What follows belongs to an exercise in optimizing a design on an open flow for small area, a short achievable clock period and few clock cycles per item; a production flow would make more cautious choices. RTL that was checked went through simulation tests only; none was proved equivalent to the original. No activity file was given, so power comes from the tool's default toggle rates.

Design pn_eval, start of the top module:
module pn_eval #(
  parameter int DATA_W = 3,
  parameter int OUT_W = 64,
  parameter int MAX_LEN = 20
) (
  input  logic              clk,
  input  logic              rst,
  input  logic              in_valid,
  input  logic [DATA_W-1:0] in,
  input  logic              operator,
  input  logic              mode,
  output logic              out_valid,
  output logic [OUT_W-1:0]  out,
  output logic              err
);
export LEC_CHECK = 0
export CAP_MARGIN = 20
export CORE_MARGIN = 2
export CORE_UTILIZATION = 60
export CTS_CLUSTER_DIAMETER = 80
export CTS_CLUSTER_SIZE = 30
export SETUP_SLACK_MARGIN = 1.0
export SLEW_MARGIN = 20
create_clock -name core_clock -period 16.0 [get_ports {clk}]
standard.sh (not shown) runs the stock make flow with config.mk's settings and CLKGATE_MAP_FILE= SYNTH_SCRIPT=/design/flow/synth_recipe.tcl, a recipe that flattens the netlist after the stock synthesis.
==> flow/flow/run.sh <==
#!/bin/bash
# Standard ORFS layout (the standard.sh, unchanged synthesis, floorplan, power grid and
# routing), with repair_timing asked to keep a larger setup margin than the 16 ns clock needs,
# so that it sizes and buffers the design for speed. Each step's full log stays in orfs/logs.
set -euo pipefail
bash standard.sh SETUP_SLACK_MARGIN=11.4 finish > standard_flow.log 2>&1
Testbench counts at the start, summed over its fixed seeds: cycles 4,812, items 384.
Next try:
Settings changed: CTS_BUF_LIST set to sky130_fd_sc_hd__clkbuf_8, CTS_CLUSTER_DIAMETER 80 to not set, CTS_CLUSTER_SIZE 30 to not set.
What happened:
- worst setup slack gets worse by 0.035 ns
- wire length is higher by 3.2%
- worst hold slack is worse by 0.011 ns
- via count climbs by 2.3%
- power came out higher by 3.4%
- die area is unchanged
- design area goes up by 2.2%
- non-clock buffer count goes up by 10
- synthesized area does not change
Next try:
==> flow/flow/run.sh (replaced) <==
#!/bin/bash
# The standard ORFS layout (standard.sh: the standard synthesis, floorplan, power grid, CTS
# and routing), with two changes in how it is made: the port buffers are buf_2 cells (the default
# choice is a slow delay buffer), and repair_timing keeps a larger setup margin than the 16 ns
# clock needs, so that it sizes and buffers the design for speed. Each step's full log stays in
# orfs/logs; make's output is in standard_flow.log.
set -euo pipefail
bash standard.sh "BUFFER_PORTS_ARGS=-buffer_cell sky130_fd_sc_hd__buf_2" SETUP_SLACK_MARGIN=11.4 finish > standard_flow.log 2>&1
Settings changed: CTS_BUF_LIST sky130_fd_sc_hd__clkbuf_8 to not set.
=>
- The changed run passed the timing, DRC and antenna checks
- worst setup slack gains 0.088 ns
- core utilization is lower by 2.0 points
- count of clock-buffer cells in the layout is lower by 10
- final area is lower by a few percent
- die area does not change
- sequential share of layout area is higher by 0.65 points
- power is lower slightly
- cell count is lower by a few percent
- wire length is lower by a few percent
Next try:
==> flow/flow/run.sh (replaced) <==
#!/bin/bash
# The standard ORFS layout (standard.sh), with three changes in how it is made:
#  - Yosys's ABC pass maps the logic with flow/abc_speed.script (the classic delay-driven "map"
#    script) in place of ORFS's default; flip-flops are mapped before ABC runs, so the registers
#    are exactly the standard synthesis's;
#  - the port buffers are buf_2 cells (the default choice is a slow delay buffer);
#  - repair_timing keeps a larger setup margin than the 16 ns clock needs, so that it sizes and
#    buffers the design for speed.
# Each step's full log stays in orfs/logs; make's output is in standard_flow.log.
set -euo pipefail
rm -rf scripts_abc
cp -r "$FLOW_HOME/scripts" scripts_abc
cp flow/abc_speed.script scripts_abc/abc_speed.script
bash standard.sh SCRIPTS_DIR="$PWD/scripts_abc" "BUFFER_PORTS_ARGS=-buffer_cell sky130_fd_sc_hd__buf_2" \
  SETUP_SLACK_MARGIN=11.4 finish > standard_flow.log 2>&1
==> flow/flow/abc_speed.script (new file) <==
strash
dch
map -D 2500
topo
stime -c
buffer -c
upsize -c -D 2500
dnsize -c -D 2500
Non-clock buffer count grows by 10.
Synthesized cell count goes up by about 12%.
Wire length rises by 5.6%.
Die area went down by about 1.8%.

pn_eval, a different RTL version from the one above (not shown whole).
Size: about 2,100 cells after synthesis, about 74 I/O pins.
Settings: LEC_CHECK=0, CAP_MARGIN=20, CORE_MARGIN=2, CORE_UTILIZATION=60, GPL_ROUTABILITY_DRIVEN=0, SETUP_SLACK_MARGIN=1.0, SLEW_MARGIN=20; clock period 16.0 ns.
==> flow/flow/run.sh <==
#!/bin/bash
# The standard ORFS layout (standard.sh: the standard synthesis, floorplan, power grid, CTS
# and routing), with two changes in how it is made: the port buffers are buf_2 cells (the default
# choice is a slow delay buffer), and repair_timing keeps a larger setup margin than the 16 ns
# clock needs, so that it sizes and buffers the design for speed. Each step's full log stays in
# orfs/logs; make's output is in standard_flow.log.
set -euo pipefail
bash standard.sh "BUFFER_PORTS_ARGS=-buffer_cell sky130_fd_sc_hd__buf_2" SETUP_SLACK_MARGIN=11.4 finish > standard_flow.log 2>&1
Next try:
GPL_ROUTABILITY_DRIVEN = unset   (was 0)
The new run produced a clean layout.
Register-to-register slack gets better by 0.02 ns.
Routed wire length came out lower by about 0.6%.
Synthesized area stays the same.
Total power shrinks by 1.6%.
Global-route usage climbs by 0.22 points.
No run of this note included a check of the RTL's function; only the layout flow was run.

pn_eval, a different RTL version from the one above (not shown whole).
Size in the first run: about 2,100 cells after synthesis, about 290 flip-flops.
==> flow/config.mk <==
export PLATFORM = sky130hd
export DESIGN_NAME = pn_eval
export DESIGN_NICKNAME = pn_eval
export VERILOG_FILES = /design/flow/design.v
export SDC_FILE = /design/flow/constraint.sdc
export NUM_CORES = 8
export LEC_CHECK = 0
export CAP_MARGIN = 20
export CORE_MARGIN = 2
export CORE_UTILIZATION = 60
export PLACE_DENSITY_LB_ADDON = 0.2
export SETUP_SLACK_MARGIN = 1.0
export SLEW_MARGIN = 20
==> flow/constraint.sdc <==
create_clock -name core_clock -period 16.0 [get_ports {clk}]
set_input_delay 3.2000 -clock core_clock [delete_from_list [all_inputs] [get_ports {clk}]]
set_output_delay 3.2000 -clock core_clock [all_outputs]
set_load 0.01 [all_outputs]
Scripts as last shown in full above: flow/flow/run.sh
Testbench counts at the start, summed over its fixed seeds: cycles 4,812, items 384.
Edit:
--- a/flow/flow/run.sh
+++ b/flow/flow/run.sh
@@ -6,3 +6,3 @@
 # orfs/logs; make's output is in standard_flow.log.
 set -euo pipefail
-bash standard.sh "BUFFER_PORTS_ARGS=-buffer_cell sky130_fd_sc_hd__buf_2" SETUP_SLACK_MARGIN=11.4 finish > standard_flow.log 2>&1
+bash standard.sh "BUFFER_PORTS_ARGS=-buffer_cell sky130_fd_sc_hd__buf_2" SETUP_SLACK_MARGIN=11.6 finish > standard_flow.log 2>&1
- PLACE_DENSITY_LB_ADDON: 0.2 -> not set
- clock power goes up slightly
- setup slack got worse by 44 ps
- synthesized area is unchanged
- wire length is higher by a little under a tenth
- worst hold slack degrades by 5.7 ps
- via count climbs by a few percent
- register-to-register slack is worse by 40 ps
- count of clock-buffer cells in the layout decreases by 3
Edit:
--- a/flow/flow/run.sh
+++ b/flow/flow/run.sh
@@ -6,3 +6,3 @@
 # orfs/logs; make's output is in standard_flow.log.
 set -euo pipefail
-bash standard.sh "BUFFER_PORTS_ARGS=-buffer_cell sky130_fd_sc_hd__buf_2" SETUP_SLACK_MARGIN=11.6 finish > standard_flow.log 2>&1
+bash standard.sh "BUFFER_PORTS_ARGS=-buffer_cell sky130_fd_sc_hd__buf_2" SETUP_SLACK_MARGIN=11.1 finish > standard_flow.log 2>&1
What happened: The new run completed without violations; critical path depth falls by 18; design area fell by 8.2%; combinational power went down by 20%; cell count goes down by 3.3%; routed wire length falls by 9.7%; total power went down by 12%; setup slack is worse by 170 ps; via count decreases by 5.4%; worst hold slack stays flat; die area does not change.
Edit:
--- a/flow/flow/run.sh
+++ b/flow/flow/run.sh
@@ -6,3 +6,3 @@
 # orfs/logs; make's output is in standard_flow.log.
 set -euo pipefail
-bash standard.sh "BUFFER_PORTS_ARGS=-buffer_cell sky130_fd_sc_hd__buf_2" SETUP_SLACK_MARGIN=11.1 finish > standard_flow.log 2>&1
+bash standard.sh "BUFFER_PORTS_ARGS=-buffer_cell sky130_fd_sc_hd__buf_2" SETUP_SLACK_MARGIN=11.4 finish > standard_flow.log 2>&1
- GPL_ROUTABILITY_DRIVEN: not set -> 0
- PLACE_DENSITY_LB_ADDON: not set -> 0.2
Fmax went up by 4.1%.
Power went up by 7.3%.
Design area is higher by 3.1%.
Final cell count increases by 1.6%.
Setup slack gains 190 ps.
Wire length grows by 2.1%.

Setup of main:
Another version of the RTL of pn_eval (not shown whole).
Size in the first run: roughly 2,100 cells after synthesis, roughly 290 flip-flops, roughly 74 I/O pins, roughly 19,000 um^2 of cells after synthesis.
export LEC_CHECK = 0
export CAP_MARGIN = 20
export CORE_MARGIN = 2
export CORE_UTILIZATION = 60
export SETUP_SLACK_MARGIN = 1.0
export SLEW_MARGIN = 20
create_clock -name core_clock -period 16.0 [get_ports {clk}]
==> flow/flow/run.sh <==
#!/bin/bash
# The standard ORFS layout (standard.sh: the standard synthesis, floorplan, power grid, CTS
# and routing), with two changes in how it is made: the port buffers are buf_2 cells (the default
# choice is a slow delay buffer), and repair_timing keeps a larger setup margin than the 16 ns
# clock needs, so that it sizes and buffers the design for speed. Each step's full log stays in
# orfs/logs; make's output is in standard_flow.log.
set -euo pipefail
bash standard.sh "BUFFER_PORTS_ARGS=-buffer_cell sky130_fd_sc_hd__buf_2" SETUP_SLACK_MARGIN=11.4 finish > standard_flow.log 2>&1
The following lists how the feature branch was set up differently from main:
Settings: an added GPL_ROUTABILITY_DRIVEN of 0.
Notes after the runs:
- Diff main..the feature branch | worst hold path cell count | unchanged
- For proportion of cell area occupied by registers, main and the feature branch come out practically identical.
- The feature branch and main ended up with nearly the same register-to-register slack.
- Summary of the feature branch over main: static leakage power did not really move; simple-gate area share of the yosys netlist now sits at about the same level.
- Compared with main, in the feature branch logic gate share of total power held steady, clock network power roughly the same.
No run of this note included a check of the RTL's function; only the layout flow was run.

RTL: one of the versions met above, not the one the previous note started from.
Size in the first run: about 2,200 cells after synthesis, ~300 flip-flops.
==> flow/design.v (excerpt) <==
module pn_eval #(
  parameter int DATA_W = 3,
  parameter int OUT_W = 64,
  parameter int MAX_LEN = 20
) (
  input  logic              clk,
  input  logic              rst,
  input  logic              in_valid,
  input  logic [DATA_W-1:0] in,
  input  logic              operator,
  input  logic              mode,
  output logic              out_valid,
  output logic [OUT_W-1:0]  out,
  output logic              err
);
Settings: LEC_CHECK=0, CAP_MARGIN=20, CORE_MARGIN=2, CORE_UTILIZATION=60, SETUP_SLACK_MARGIN=1.0, SLEW_MARGIN=20; clock period 16.0 ns.
==> flow/flow/run.sh <==
#!/bin/bash
# Standard ORFS layout (the standard.sh, unchanged synthesis, floorplan, power grid and
# routing), with repair_timing asked to keep a larger setup margin than the 16 ns clock needs,
# so that it sizes and buffers the design for speed. Each step's full log stays in orfs/logs.
set -euo pipefail
bash standard.sh SETUP_SLACK_MARGIN=11.4 finish > standard_flow.log 2>&1
Testbench counts at the start, summed over its fixed seeds: cycles 4,812, items 384.
Change:
- CORE_UTILIZATION: 60 -> 40
Outcome: Global-route usage went down by 9.7 points. Register-to-register slack is worse by 90 ps. Die area went up by 49%. Critical path depth is unchanged. Wire length went up by 4.4%. Final cell count went up by 8.4%. Synthesized area is unchanged. Clock-buffer cell count went up by 6. Sequential share of layout area went down by 0.56 points. Worst setup slack is worse by 90 ps. Power went up by 1.7%.
Change:
- CORE_UTILIZATION: 40 -> 60
- CTS_CLUSTER_DIAMETER: default -> 60
- CTS_CLUSTER_SIZE: default -> 24
Clock skew barely changes.
Setup slack gains 40 ps.
Global-route usage goes up by 9.2 points.

pn_eval, a different RTL version from the one above (not shown whole).
Size: roughly 2200 cells after synthesis, about 320 flip-flops, roughly 20000 sq um of cells after synthesis.
Settings: LEC_CHECK=0, CAP_MARGIN=20, CORE_MARGIN=2, CORE_UTILIZATION=40, SETUP_SLACK_MARGIN=1.0, SLEW_MARGIN=20; clock period 16.0 ns.
run.sh (not shown) runs the stock make flow with config.mk's settings and CLKGATE_MAP_FILE= SYNTH_SCRIPT=/design/flow/synth_recipe.tcl, a recipe that flattens the netlist after the stock synthesis.
Stock flow here: none of the scripts above is used.
Next try:
==> flow/flow/run.sh (new file) <==
#!/bin/bash
# Standard ORFS layout (the standard.sh, unchanged synthesis, floorplan, power grid and
# routing), with repair_timing asked to keep a larger setup margin than the 16 ns clock needs,
# so that it sizes and buffers the design for speed. Each step's full log stays in orfs/logs.
set -euo pipefail
bash standard.sh SETUP_SLACK_MARGIN=11.4 finish > standard_flow.log 2>&1
==> flow/standard.sh (new file) <==
#!/bin/bash
# synth_recipe.tcl (not shown) runs the flow's synth.tcl, then flattens the netlist and writes it again
# the make line also repeats each setting of config.mk as NAME=value (left out here)
make -C /OpenROAD-flow-scripts/flow DESIGN_CONFIG=/design/flow/config.mk WORK_HOME=/design/flow/orfs CLKGATE_MAP_FILE= SYNTH_SCRIPT=/design/flow/synth_recipe.tcl "${@:-finish}"
removed: flow/run.sh
The new run went through all stages and came out clean.
Final area rose by 3.9%.
Routed wire length rose by about 6%.
Worst hold slack stays flat.
Clock-buffer cell count fell by 3.
Sequential cell count does not change.
Register-to-register slack gets better by 0.70 ns.
Power rose by 4.8%.
First-iteration DRC count rose by 12%.
Fmax rose by 20%.
Via count rose by about 2%.
No functional check of the RTL was part of any run of this note.

Another version of the RTL of pn_eval (not shown whole).
Size: roughly 19000 um^2 of cells after synthesis.
## pn_eval
module pn_eval #(
  parameter int DATA_W = 3,
  parameter int OUT_W = 64,
  parameter int MAX_LEN = 20
) (
  input  logic              clk,
  input  logic              rst,
  input  logic              in_valid,
  input  logic [DATA_W-1:0] in,
  input  logic              operator,
  input  logic              mode,
  output logic              out_valid,
  output logic [OUT_W-1:0]  out,
  output logic              err
);
export LEC_CHECK = 0
export CAP_MARGIN = 20
export CORE_MARGIN = 2
export CORE_UTILIZATION = 60
export SETUP_SLACK_MARGIN = 1.0
export SLEW_MARGIN = 20
create_clock -name core_clock -period 16.0 [get_ports {clk}]
standard.sh (not shown) runs the stock make flow with config.mk's settings and CLKGATE_MAP_FILE= SYNTH_SCRIPT=/design/flow/synth_recipe.tcl, a recipe that flattens the netlist after the stock synthesis.
==> flow/flow/run.sh <==
#!/bin/bash
# The standard ORFS layout (standard.sh: the standard synthesis, floorplan, power grid, CTS
# and routing), with two changes in how it is made: the port buffers are buf_2 cells (the default
# choice is a slow delay buffer), and repair_timing keeps a larger setup margin than the 16 ns
# clock needs, so that it sizes and buffers the design for speed. Each step's full log stays in
# orfs/logs; make's output is in standard_flow.log.
set -euo pipefail
bash standard.sh "BUFFER_PORTS_ARGS=-buffer_cell sky130_fd_sc_hd__buf_2" SETUP_SLACK_MARGIN=11.4 finish > standard_flow.log 2>&1
Rerun with:
--- a/flow/config.mk
+++ b/flow/config.mk
@@ -10,2 +10,3 @@
 export CORE_UTILIZATION = 60
+export GPL_ROUTABILITY_DRIVEN = 0
 export SETUP_SLACK_MARGIN = 1.0
=> Worst hold slack barely changes; routed wire length shrinks by 3.1%; clock skew went up by 0.0048 ns; setup slack got worse by 0.20 ns; non-clock buffer count is lower by 15; fmax drops by 4.0%; first-iteration DRC count goes up by 16%; via count went down by 0.57%.
No functional check of the RTL was part of any run of this note.

Setup of v6:
pn_eval, a different RTL version from the one above (not shown whole).
Size in the first run: ~2400 cells after synthesis, roughly 74 I/O pins.
// pn_eval
module pn_eval #(
  parameter int DATA_W = 3,
  parameter int OUT_W = 64,
  parameter int MAX_LEN = 20
) (
  input  logic              clk,
  input  logic              rst,
  input  logic              in_valid,
  input  logic [DATA_W-1:0] in,
  input  logic              operator,
  input  logic              mode,
  output logic              out_valid,
  output logic [OUT_W-1:0]  out,
  output logic              err
);
clock: 16.0 ns
lec_check: 0
cap_margin: 20
core_margin: 2
core_utilization: 60
setup_slack_margin: 1.0
slew_margin: 20
==> flow/flow/run.sh <==
#!/bin/bash
# The standard ORFS layout (standard.sh), with three changes in how it is made:
#  - Yosys's ABC pass maps the logic with flow/abc_speed.script (the classic delay-driven "map"
#    script) in place of ORFS's default; flip-flops are mapped before ABC runs, so the registers
#    are exactly the standard synthesis's;
#  - the port buffers are buf_2 cells (the default choice is a slow delay buffer);
#  - repair_timing keeps a larger setup margin than the 16 ns clock needs, so that it sizes and
#    buffers the design for speed.
# Each step's full log stays in orfs/logs; make's output is in standard_flow.log.
set -euo pipefail
rm -rf scripts_abc
cp -r "$FLOW_HOME/scripts" scripts_abc
cp flow/abc_speed.script scripts_abc/abc_speed.script
bash standard.sh SCRIPTS_DIR="$PWD/scripts_abc" "BUFFER_PORTS_ARGS=-buffer_cell sky130_fd_sc_hd__buf_2" \
  SETUP_SLACK_MARGIN=11.4 finish > standard_flow.log 2>&1
==> flow/flow/abc_speed.script <==
strash
dch
map -D 2500
topo
stime -c
buffer -c
upsize -c -D 2500
dnsize -c -D 2500
--- input diff v6..v7 ---
==> flow/flow/run.sh <==
#!/bin/bash
# The standard ORFS layout (standard.sh: the standard synthesis, floorplan, power grid, CTS
# and routing), with two changes in how it is made: the port buffers are buf_2 cells (the default
# choice is a slow delay buffer), and repair_timing keeps a larger setup margin than the 16 ns
# clock needs, so that it sizes and buffers the design for speed. Each step's full log stays in
# orfs/logs; make's output is in standard_flow.log.
set -euo pipefail
bash standard.sh "BUFFER_PORTS_ARGS=-buffer_cell sky130_fd_sc_hd__buf_2" SETUP_SLACK_MARGIN=11.4 finish > standard_flow.log 2>&1
removed: flow/flow/abc_speed.script
Results
Going from v6 to v7, area growth from synthesis to final layout shrinks by 1.3 points.
Status: core region area parity (v6, v7)
Cell count along the critical path ends up lower on v7.
v7 completed; timing, DRC and antenna clean
No functional check of the RTL was part of any run of this note.

[what the ideal ports hide]
How much do the figures lean on ideal ports? The routed layouts below were timed once more, with nothing changed but the port constraints.
Step 1 (the two cells are an assumption about what drives the block):
set clk [get_ports {clk}]
set_driving_cell -lib_cell sky130_fd_sc_hd__clkbuf_16 $clk
set_driving_cell -lib_cell sky130_fd_sc_hd__buf_2 [delete_from_list [all_inputs] $clk]
Step 2 adds t to the input delays and takes it off the output delays; t is the mean of the earliest and latest rising clock arrival at the registers after step 1. Input paths then give back, and output paths get back, about the clock's delay inside the block.
Three values: ideal, step 1, step 2; two values: the first two.
| run | t (ns) | slack for setup (ns) | hold WS [ns] | pins driven straight from the clock port |
|---|---|---|---|---|
| the first run of note 1 | 0.589 | 11.355 / 11.355 / 10.921 | 0.471 / 0.471 / 0.471 | 1 |
| the second run of note 1 | 0.684 | 11.320 / 11.268 / 10.776 | 0.459 / 0.459 / 0.459 | 1 |
| the third run of note 1 | 0.573 | 11.408 / 11.380 / 10.901 | 0.458 / 0.458 / 0.458 | 1 |
| the fourth run of note 1 | 0.576 | 11.102 / 11.102 / 10.916 | 0.450 / 0.450 / 0.450 | 1 |
| the first run of note 2 | 0.575 | 11.378 / 11.342 / 10.767 | 0.452 / 0.452 / 0.452 | 1 |
| the second run of note 2 | 0.579 | 11.400 / 11.382 / 10.804 | 0.465 / 0.465 / 0.465 | 1 |
| the first run of note 3 | 0.639 | 11.428 / 11.378 / 10.850 | 0.457 / 0.457 / 0.457 | 1 |
| the second run of note 3 | 0.577 | 11.383 / 11.383 / 10.851 | 0.451 / 0.451 / 0.451 | 1 |
| the third run of note 3 | 0.631 | 11.217 / 11.160 / 10.626 | 0.450 / 0.450 / 0.450 | 1 |
| the fourth run of note 3 | 0.627 | 11.404 / 11.350 / 10.853 | 0.454 / 0.454 / 0.454 | 1 |
| main | 0.567 | 11.337 / 11.348 / 10.781 | 0.452 / 0.452 / 0.452 | 1 |
| the feature branch | 0.567 | 11.337 / 11.348 / 10.781 | 0.452 / 0.452 / 0.452 | 1 |
| the first run of note 5 | 0.581 | 11.430 / 11.394 / 10.926 | 0.458 / 0.458 / 0.458 | 1 |
| the second run of note 5 | 0.619 | 11.341 / 11.341 / 10.895 | 0.463 / 0.463 / 0.463 | 1 |
| the third run of note 5 | 0.640 | 11.381 / 11.325 / 10.841 | 0.462 / 0.462 / 0.462 | 1 |
| the first run of note 6 | 0.611 | 9.776 / 9.810 / 9.200 | 0.451 / 0.451 / 0.451 | 1 |
| the second run of note 6 | 0.619 | 10.800 / 10.807 / 10.188 | 0.449 / 0.449 / 0.449 | 1 |
| the first run of note 7 | 0.638 | 11.303 / 11.316 / 10.678 | 0.456 / 0.456 / 0.456 | 1 |
| the second run of note 7 | 0.579 | 11.106 / 11.123 / 10.544 | 0.458 / 0.458 / 0.458 | 1 |
| v6 | 0.573 | 11.305 / 11.305 / 10.852 | 0.448 / 0.448 / 0.448 | 1 |
| v7 | 0.573 | 11.392 / 11.338 / 10.909 | 0.446 / 0.446 / 0.446 | 1 |
After both steps every run listed still meets setup and hold. For the first run of note 7, which loses most, drivers alone change the setup slack by +0.013 ns; drivers and shift together by -0.625 ns.
